Background: an optimization exercise with open tools, aiming at small area. Do not read the settings as production practice. Function was checked by simulation only, so behaviour that the tests miss may differ from the original. Power figures rest on the tool's default switching activity, not on a simulated workload.

== maple ==
// normalized_iir_section_filter
module normalized_iir_section_filter #(
   parameter int COEF_BITS      = nisf_pkg::COEF_BITS_DEF,
   parameter int COEF_FRAC_BITS = nisf_pkg::COEF_FRAC_BITS_DEF
) (
   input  wire logic                      clock,
   input  wire logic                      reset,
   input  wire logic                      req_valid,
   output logic                           req_stall,
   input  wire logic [16:0]                         req_data,    
   output logic                           rsp_valid,
   input  wire logic                      rsp_stall,
   output logic [17:0]                              rsp_data,    
   input  wire logic                      csr_we,
   input  wire logic [nisf_pkg::CSR_INDEX_BITS-1:0] csr_index,
   input  wire logic [COEF_BITS-1:0]      csr_wdata
);
Settings: LEC_CHECK=0, CAP_MARGIN=20, CORE_MARGIN=2, CORE_UTILIZATION=40, SLEW_MARGIN=20; clock period 9.0 ns.
run.sh (not shown) runs the stock make flow with config.mk's settings and CLKGATE_MAP_FILE= SYNTH_SCRIPT=/design/flow/synth_recipe.tcl, a recipe that flattens the netlist after the stock synthesis.
Inputs modified between maple and quartz:
- PLACE_DENSITY now 0.8, previously not set
- CTS_CLUSTER_DIAMETER now 60, previously not set
- CTS_BUF_LIST now sky130_fd_sc_hd__clkbuf_8, previously not set
- CORE_UTILIZATION now 70, was 40
- CTS_CLUSTER_SIZE now 16, previously not set
==> flow/flow/run.sh (new file) <==
#!/bin/bash
# Own layout flow: the standard flow (standard synthesis, floorplan, placement, CTS,
# routing) unchanged, except that
#  * the port buffers the placement step inserts on every input and output are
#    sky130_fd_sc_hd__buf_1 cells instead of the resizer's default pick, and
#  * clock tree synthesis uses the same clustering as config.mk but inserts no dummy loads.
set -euo pipefail
export BUFFER_PORTS_ARGS="-buffer_cell sky130_fd_sc_hd__buf_1"
export CTS_ARGS="-sink_clustering_enable -repair_clock_nets -sink_clustering_size 16 -sink_clustering_max_diameter 60 -dont_use_dummy_load -buf_list sky130_fd_sc_hd__clkbuf_8"
bash standard.sh > standard_flow.log 2>&1
==> flow/standard.sh (new file) <==
#!/bin/bash
# synth_recipe.tcl (not shown) runs the flow's synth.tcl, then flattens the netlist and writes it again
# the make line also repeats each setting of config.mk as NAME=value (left out here)
make -C /OpenROAD-flow-scripts/flow DESIGN_CONFIG=/design/flow/config.mk WORK_HOME=/design/flow/orfs CLKGATE_MAP_FILE= SYNTH_SCRIPT=/design/flow/synth_recipe.tcl "${@:-finish}"
removed: flow/run.sh
## What came out
The final layout from quartz, which completed every stage, passed the timing, design-rule and antenna checks at the end of the flow.
Compared with maple, in quartz die area went down about 40%, hold slack went up 20 ps, number of levels in the clock H-tree went down 1.
quartz does worse than maple on final worst slack.
From maple to quartz the numbers moved as follows: top fanout value on the critical path down 1, standard cell area after detailed placement went down 4.5%.
maple ended up with two_h_ff as its critical path launch point; quartz ended up with neg_h_ff.
> inputs changed (quartz -> onyx)
- CTS_CLUSTER_SIZE no longer set, was 16
- CTS_BUF_LIST no longer set, was sky130_fd_sc_hd__clkbuf_8
- PLACE_DENSITY no longer set, was 0.8
- CTS_CLUSTER_DIAMETER no longer set, was 60
- CORE_UTILIZATION now 40, was 70
==> flow/flow/run.sh <==
#!/bin/bash
# Own layout flow: the standard flow (standard synthesis, floorplan, placement, CTS,
# routing) unchanged, except that the port buffers the placement step inserts on every
# input and output are sky130_fd_sc_hd__buf_1 cells instead of the resizer's default pick.
set -euo pipefail
export BUFFER_PORTS_ARGS="-buffer_cell sky130_fd_sc_hd__buf_1"
bash standard.sh > standard_flow.log 2>&1
Results
No stage failed in onyx, and the final checks on the layout all came back clean.
The run showing the smaller sum of buffers and inverters on the critical path is onyx.
Going from quartz to onyx, global-route wire length before repair grows by about 7.5%.
onyx vs. quartz: met1 layer usage reported by global route went down by 18 points.
| total power of the final layout | higher: onyx |
Summary of the comparison: combinational share of power is lower in onyx, relative to quartz.
Power share of the clock group: onyx vs quartz up 11 points
Setup WNS quartz -> onyx: better
Relative to quartz, initial standard-cell utilization of the core has decreased by 30 points in onyx.
The following lists how lagoon was set up differently from onyx:
- CTS_CLUSTER_SIZE newly set to 25
- SLEW_MARGIN changed from 20 to 0
- CAP_MARGIN changed from 20 to 0
- CTS_CLUSTER_DIAMETER newly set to 80
- CORE_UTILIZATION changed from 40 to 70
==> flow/flow/run.sh <==
#!/bin/bash
# Own layout flow: the standard flow (standard synthesis, floorplan, placement, CTS,
# routing) unchanged, except that
#  * the port buffers the placement step inserts on every input and output are
#    sky130_fd_sc_hd__buf_1 cells instead of the resizer's default pick, and
#  * clock tree synthesis uses the same clustering as config.mk but inserts no dummy loads.
set -euo pipefail
export BUFFER_PORTS_ARGS="-buffer_cell sky130_fd_sc_hd__buf_1"
export CTS_ARGS="-sink_clustering_enable -repair_clock_nets -sink_clustering_size 25 -sink_clustering_max_diameter 80 -dont_use_dummy_load"
bash standard.sh > standard_flow.log 2>&1
- Result: PASS for each of lagoon and onyx
- In the floorplan summary, lagoon is listed with a die area less than that of onyx.
- lagoon vs onyx, data required time at the worst endpoint went down by 30 ps.
- Diff onyx -> lagoon | first-iteration DRC count | up by more than 10%
- On cell count: between lagoon and onyx, it ends up higher for onyx.
- Compared with onyx, lagoon improves wire length of the first global-routing pass.
Edits applied to the flow inputs when going from lagoon to fjord:
- CAP_MARGIN now 20, was 0
- CTS_CLUSTER_DIAMETER now 60, was 80
- CORE_UTILIZATION now 60, was 70
- CTS_BUF_LIST now sky130_fd_sc_hd__clkbuf_8, previously not set
- SLEW_MARGIN now 20, was 0
- CTS_CLUSTER_SIZE now 16, was 25
--- a/flow/flow/run.sh
+++ b/flow/flow/run.sh
@@ -7,4 +7,4 @@
 set -euo pipefail
 export BUFFER_PORTS_ARGS="-buffer_cell sky130_fd_sc_hd__buf_1"
-export CTS_ARGS="-sink_clustering_enable -repair_clock_nets -sink_clustering_size 25 -sink_clustering_max_diameter 80 -dont_use_dummy_load"
+export CTS_ARGS="-sink_clustering_enable -repair_clock_nets -sink_clustering_size 16 -sink_clustering_max_diameter 60 -dont_use_dummy_load -buf_list sky130_fd_sc_hd__clkbuf_8"
 bash standard.sh > standard_flow.log 2>&1
## What came out
- Final cell count, fjord vs lagoon: up by a few percent
- The final reports for fjord and lagoon show internal power component lower in the former.
- Against lagoon as the reference, fjord delivers a higher instance count after placement with tap cells included.
- The run showing the greater global-route usage is lagoon.
- Going from lagoon to fjord, area fraction in compound gates after synthesis level, fraction of area in clock buffers and inverters level, global routing usage on met2 moved down, number of buffers and inverters on the critical path moved down.
- Summary — met3 track demand over resource, fjord relative to lagoon: lower, by 0.47 points.
- The setup slack of fjord exceeds that of lagoon by 20 ps.
Modified inputs, raven compared to fjord
- CTS_CLUSTER_DIAMETER now 80, was 60
- CTS_CLUSTER_SIZE now 25, was 16
- CTS_BUF_LIST no longer set, was sky130_fd_sc_hd__clkbuf_8
--- a/flow/flow/run.sh
+++ b/flow/flow/run.sh
@@ -7,4 +7,4 @@
 set -euo pipefail
 export BUFFER_PORTS_ARGS="-buffer_cell sky130_fd_sc_hd__buf_1"
-export CTS_ARGS="-sink_clustering_enable -repair_clock_nets -sink_clustering_size 16 -sink_clustering_max_diameter 60 -dont_use_dummy_load -buf_list sky130_fd_sc_hd__clkbuf_8"
+export CTS_ARGS="-sink_clustering_enable -repair_clock_nets -sink_clustering_size 25 -sink_clustering_max_diameter 80 -dont_use_dummy_load"
 bash standard.sh > standard_flow.log 2>&1
Notes after the runs:
- Compared with fjord, raven shows a higher setup slack.
- Share of the cycle needed by the critical path after routing: raven vs fjord down 0.86 points
- [compare] base=fjord new=raven: number of enable-type register cells in the synthesized netlist about even, count of non-CTS inverters in the layout about even, number of buffers other than clock buffers in the final layout rose about 2%, switching power fell 0.35%.
- Area added between synthesis and finish up 0.54 points in raven wrt fjord
- Relative to fjord, the internal power consumption measured on raven has increased by a few percent.
- Side by side, met3 wire length turned out higher in raven than in fjord.
- raven went all the way through the flow, and no timing, DRC or antenna check failed.
- fjord did not stop at any stage, and its layout met the timing, design-rule and antenna checks.
- The hold slack was comparable across raven and fjord.

---

normalized_iir_section_filter again, from the RTL that the note above started with.
Settings: LEC_CHECK=0, CAP_MARGIN=20, CORE_MARGIN=2, CORE_UTILIZATION=70, CTS_BUF_LIST=sky130_fd_sc_hd__clkbuf_8, CTS_CLUSTER_DIAMETER=60, CTS_CLUSTER_SIZE=16, SLEW_MARGIN=20; clock period 9.0 ns.
standard.sh (not shown) runs the stock make flow with config.mk's settings and CLKGATE_MAP_FILE= SYNTH_SCRIPT=/design/flow/synth_recipe.tcl, a recipe that flattens the netlist after the stock synthesis.
==> flow/flow/run.sh <==
#!/bin/bash
# Own layout flow: the standard flow (standard synthesis, floorplan, placement, CTS,
# routing) unchanged, except that
#  * the port buffers the placement step inserts on every input and output are
#    sky130_fd_sc_hd__buf_1 cells instead of the resizer's default pick, and
#  * clock tree synthesis uses the same clustering as config.mk but inserts no dummy loads.
set -euo pipefail
export BUFFER_PORTS_ARGS="-buffer_cell sky130_fd_sc_hd__buf_1"
export CTS_ARGS="-sink_clustering_enable -repair_clock_nets -sink_clustering_size 16 -sink_clustering_max_diameter 60 -dont_use_dummy_load -buf_list sky130_fd_sc_hd__clkbuf_8"
bash standard.sh > standard_flow.log 2>&1
Then changed:
==> flow/run.sh (new file) <==
#!/bin/bash
# synth_recipe.tcl (not shown) runs the flow's synth.tcl, then flattens the netlist and writes it again
# the make line also repeats each setting of config.mk as NAME=value (left out here)
make -C /OpenROAD-flow-scripts/flow DESIGN_CONFIG=/design/flow/config.mk WORK_HOME=/design/flow/orfs CLKGATE_MAP_FILE= SYNTH_SCRIPT=/design/flow/synth_recipe.tcl finish
- CTS_BUF_LIST: sky130_fd_sc_hd__clkbuf_8 -> default
- CTS_CLUSTER_DIAMETER: 60 -> 80
- CTS_CLUSTER_SIZE: 16 -> 30
removed: flow/flow/run.sh
removed: flow/standard.sh
=> The changed run finished with timing, DRC and antenna clean. Maximum frequency stays flat. Core utilization increases by 2.5 points. Synthesized cell count does not change. Worst setup slack loses 0.0059 ns. Via count rose by 1.7%. Power is higher by about 2.3%. Clock-buffer cell count decreases by 5. Combinational power is about the same. Clock power came out higher by about 20%.
Then changed:
==> flow/flow/run.sh (new file) <==
#!/bin/bash
# Own layout flow: the standard flow (standard synthesis, floorplan, placement, CTS,
# routing) unchanged, except that
#  * the port buffers the placement step inserts on every input and output are
#    sky130_fd_sc_hd__buf_1 cells instead of the resizer's default pick, and
#  * clock tree synthesis uses the same clustering as config.mk but inserts no dummy loads.
set -euo pipefail
export BUFFER_PORTS_ARGS="-buffer_cell sky130_fd_sc_hd__buf_1"
export CTS_ARGS="-sink_clustering_enable -repair_clock_nets -sink_clustering_size 25 -sink_clustering_max_diameter 80 -dont_use_dummy_load"
bash standard.sh > standard_flow.log 2>&1
==> flow/standard.sh (new file) <==
#!/bin/bash
# synth_recipe.tcl (not shown) runs the flow's synth.tcl, then flattens the netlist and writes it again
# the make line also repeats each setting of config.mk as NAME=value (left out here)
make -C /OpenROAD-flow-scripts/flow DESIGN_CONFIG=/design/flow/config.mk WORK_HOME=/design/flow/orfs CLKGATE_MAP_FILE= SYNTH_SCRIPT=/design/flow/synth_recipe.tcl "${@:-finish}"
- CTS_CLUSTER_SIZE: 30 -> 25
removed: flow/run.sh
Outcome: Die area does not change; cell area drops by 3.0%; synthesized area does not change; first-iteration DRC count fell by about 15%; clock power is lower by about 7%; global-route usage drops by 0.58 points; final cell count went down by about 0.9%; combinational power barely changes; sequential cell count stays the same.
Then changed:
==> flow/flow/run.sh (replaced) <==
#!/bin/bash
# Own layout flow: the standard flow (standard synthesis, floorplan, placement, CTS,
# routing) unchanged, except that the port buffers the placement step inserts on every
# input and output are sky130_fd_sc_hd__buf_1 cells instead of the resizer's default pick.
set -euo pipefail
export BUFFER_PORTS_ARGS="-buffer_cell sky130_fd_sc_hd__buf_1"
bash standard.sh > standard_flow.log 2>&1
- CORE_UTILIZATION: 70 -> 60
After rerunning: Synthesized area is unchanged. Clock-buffer cell count came out higher by 7. Utilization came out lower by 9.5 points.

---

normalized_iir_section_filter, a different RTL version from the one above (not shown whole).
Size in the first run: about 1400 cells after synthesis, roughly 280 flip-flops, ~69 I/O pins, roughly 15000 um2 of cells after synthesis.
## normalized_iir_section_filter
module normalized_iir_section_filter #(
   parameter int COEF_BITS      = nisf_pkg::COEF_BITS_DEF,
   parameter int COEF_FRAC_BITS = nisf_pkg::COEF_FRAC_BITS_DEF
) (
   input  wire logic                      clock,
   input  wire logic                      reset,
   input  wire logic                      req_valid,
   output logic                           req_stall,
   input  wire logic [16:0]                         req_data,    
   output logic                           rsp_valid,
   input  wire logic                      rsp_stall,
   output logic [17:0]                              rsp_data,    
   input  wire logic                      csr_we,
   input  wire logic [nisf_pkg::CSR_INDEX_BITS-1:0] csr_index,
   input  wire logic [COEF_BITS-1:0]      csr_wdata
);
   localparam int W = 30;    
   logic [23:0] a1_ff, a2_ff, a3_ff, b1_ff, b2_ff, b3_ff;
   logic [23:0] wd, wd_one;
   assign wd     = csr_wdata[23:0] & {24{~reset}};
  ...
Settings: LEC_CHECK=0, CAP_MARGIN=20, CORE_MARGIN=2, CORE_UTILIZATION=40, CTS_BUF_LIST=sky130_fd_sc_hd__clkbuf_4, SLEW_MARGIN=20; clock period 9.0 ns.
run.sh (not shown) runs the stock make flow with config.mk's settings and CLKGATE_MAP_FILE= SYNTH_SCRIPT=/design/flow/synth_recipe.tcl, a recipe that flattens the netlist after the stock synthesis.
Stock flow here: none of the scripts above is used.
Rerun with:
Settings changed: CTS_BUF_LIST sky130_fd_sc_hd__clkbuf_4 to unset.
The new run finished clean; synthesized area does not change; design area hardly moves; non-clock buffer count rose by 1; routed wire length goes down by 1.3%; global-route usage drops by 0.56 points; register-to-register slack gets better by 0.07 ns; clock power rose by about 10%; via count shrinks by 2.7%; first-iteration DRC count is about the same; critical path depth goes up by 5.

==> afterwards: timing with drivers on the ports <==
The results above use ideal ports. As a check the final layouts listed here were re-extracted and re-timed, cells and wires unchanged. Step 1 (the two cells are an assumption about what drives the block):
set clk [get_ports {clock}]
set_driving_cell -lib_cell sky130_fd_sc_hd__clkbuf_16 $clk
set_driving_cell -lib_cell sky130_fd_sc_hd__buf_2 [delete_from_list [all_inputs] $clk]
Step 2, shift: input delay + t, output delay - t, t = (earliest + latest rising clock arrival at the registers) / 2. This alone moves slack from input paths to output paths. Three values: ideal, step 1, step 2; two values: the first two.
run | t (ns) | slack for setup (ns) | slew at the worst register clock pin (ns)
maple | 0.575 | 0.582 / 0.582 / 0.582 | 0.07 / 0.07
quartz | 0.591 | 0.524 / 0.524 / 0.524 | 0.10 / 0.10
onyx | 0.584 | 0.573 / 0.573 / 0.573 | 0.06 / 0.06
lagoon | 0.545 | 0.409 / 0.409 / 0.409 | 0.10 / 0.10
fjord | 0.611 | 0.430 / 0.430 / 0.430 | 0.10 / 0.10
raven | 0.548 | 0.507 / 0.507 / 0.507 | 0.10 / 0.10
the first run of note 2 | 0.585 | 0.448 / 0.448 / 0.448 | 0.10 / 0.10
the second run of note 2 | 0.554 | 0.442 / 0.442 / 0.442 | 0.11 / 0.11
the third run of note 2 | 0.534 | 0.367 / 0.367 / 0.367 | 0.10 / 0.10
the fourth run of note 2 | 0.564 | 0.446 / 0.446 / 0.446 | 0.10 / 0.10
the first run of note 3 | 0.778 | 0.389 / 0.389 / 0.389 | 0.07 / 0.07
the second run of note 3 | 0.634 | 0.459 / 0.459 / 0.459 | 0.07 / 0.07
After both steps setup and hold are still met in every run listed.
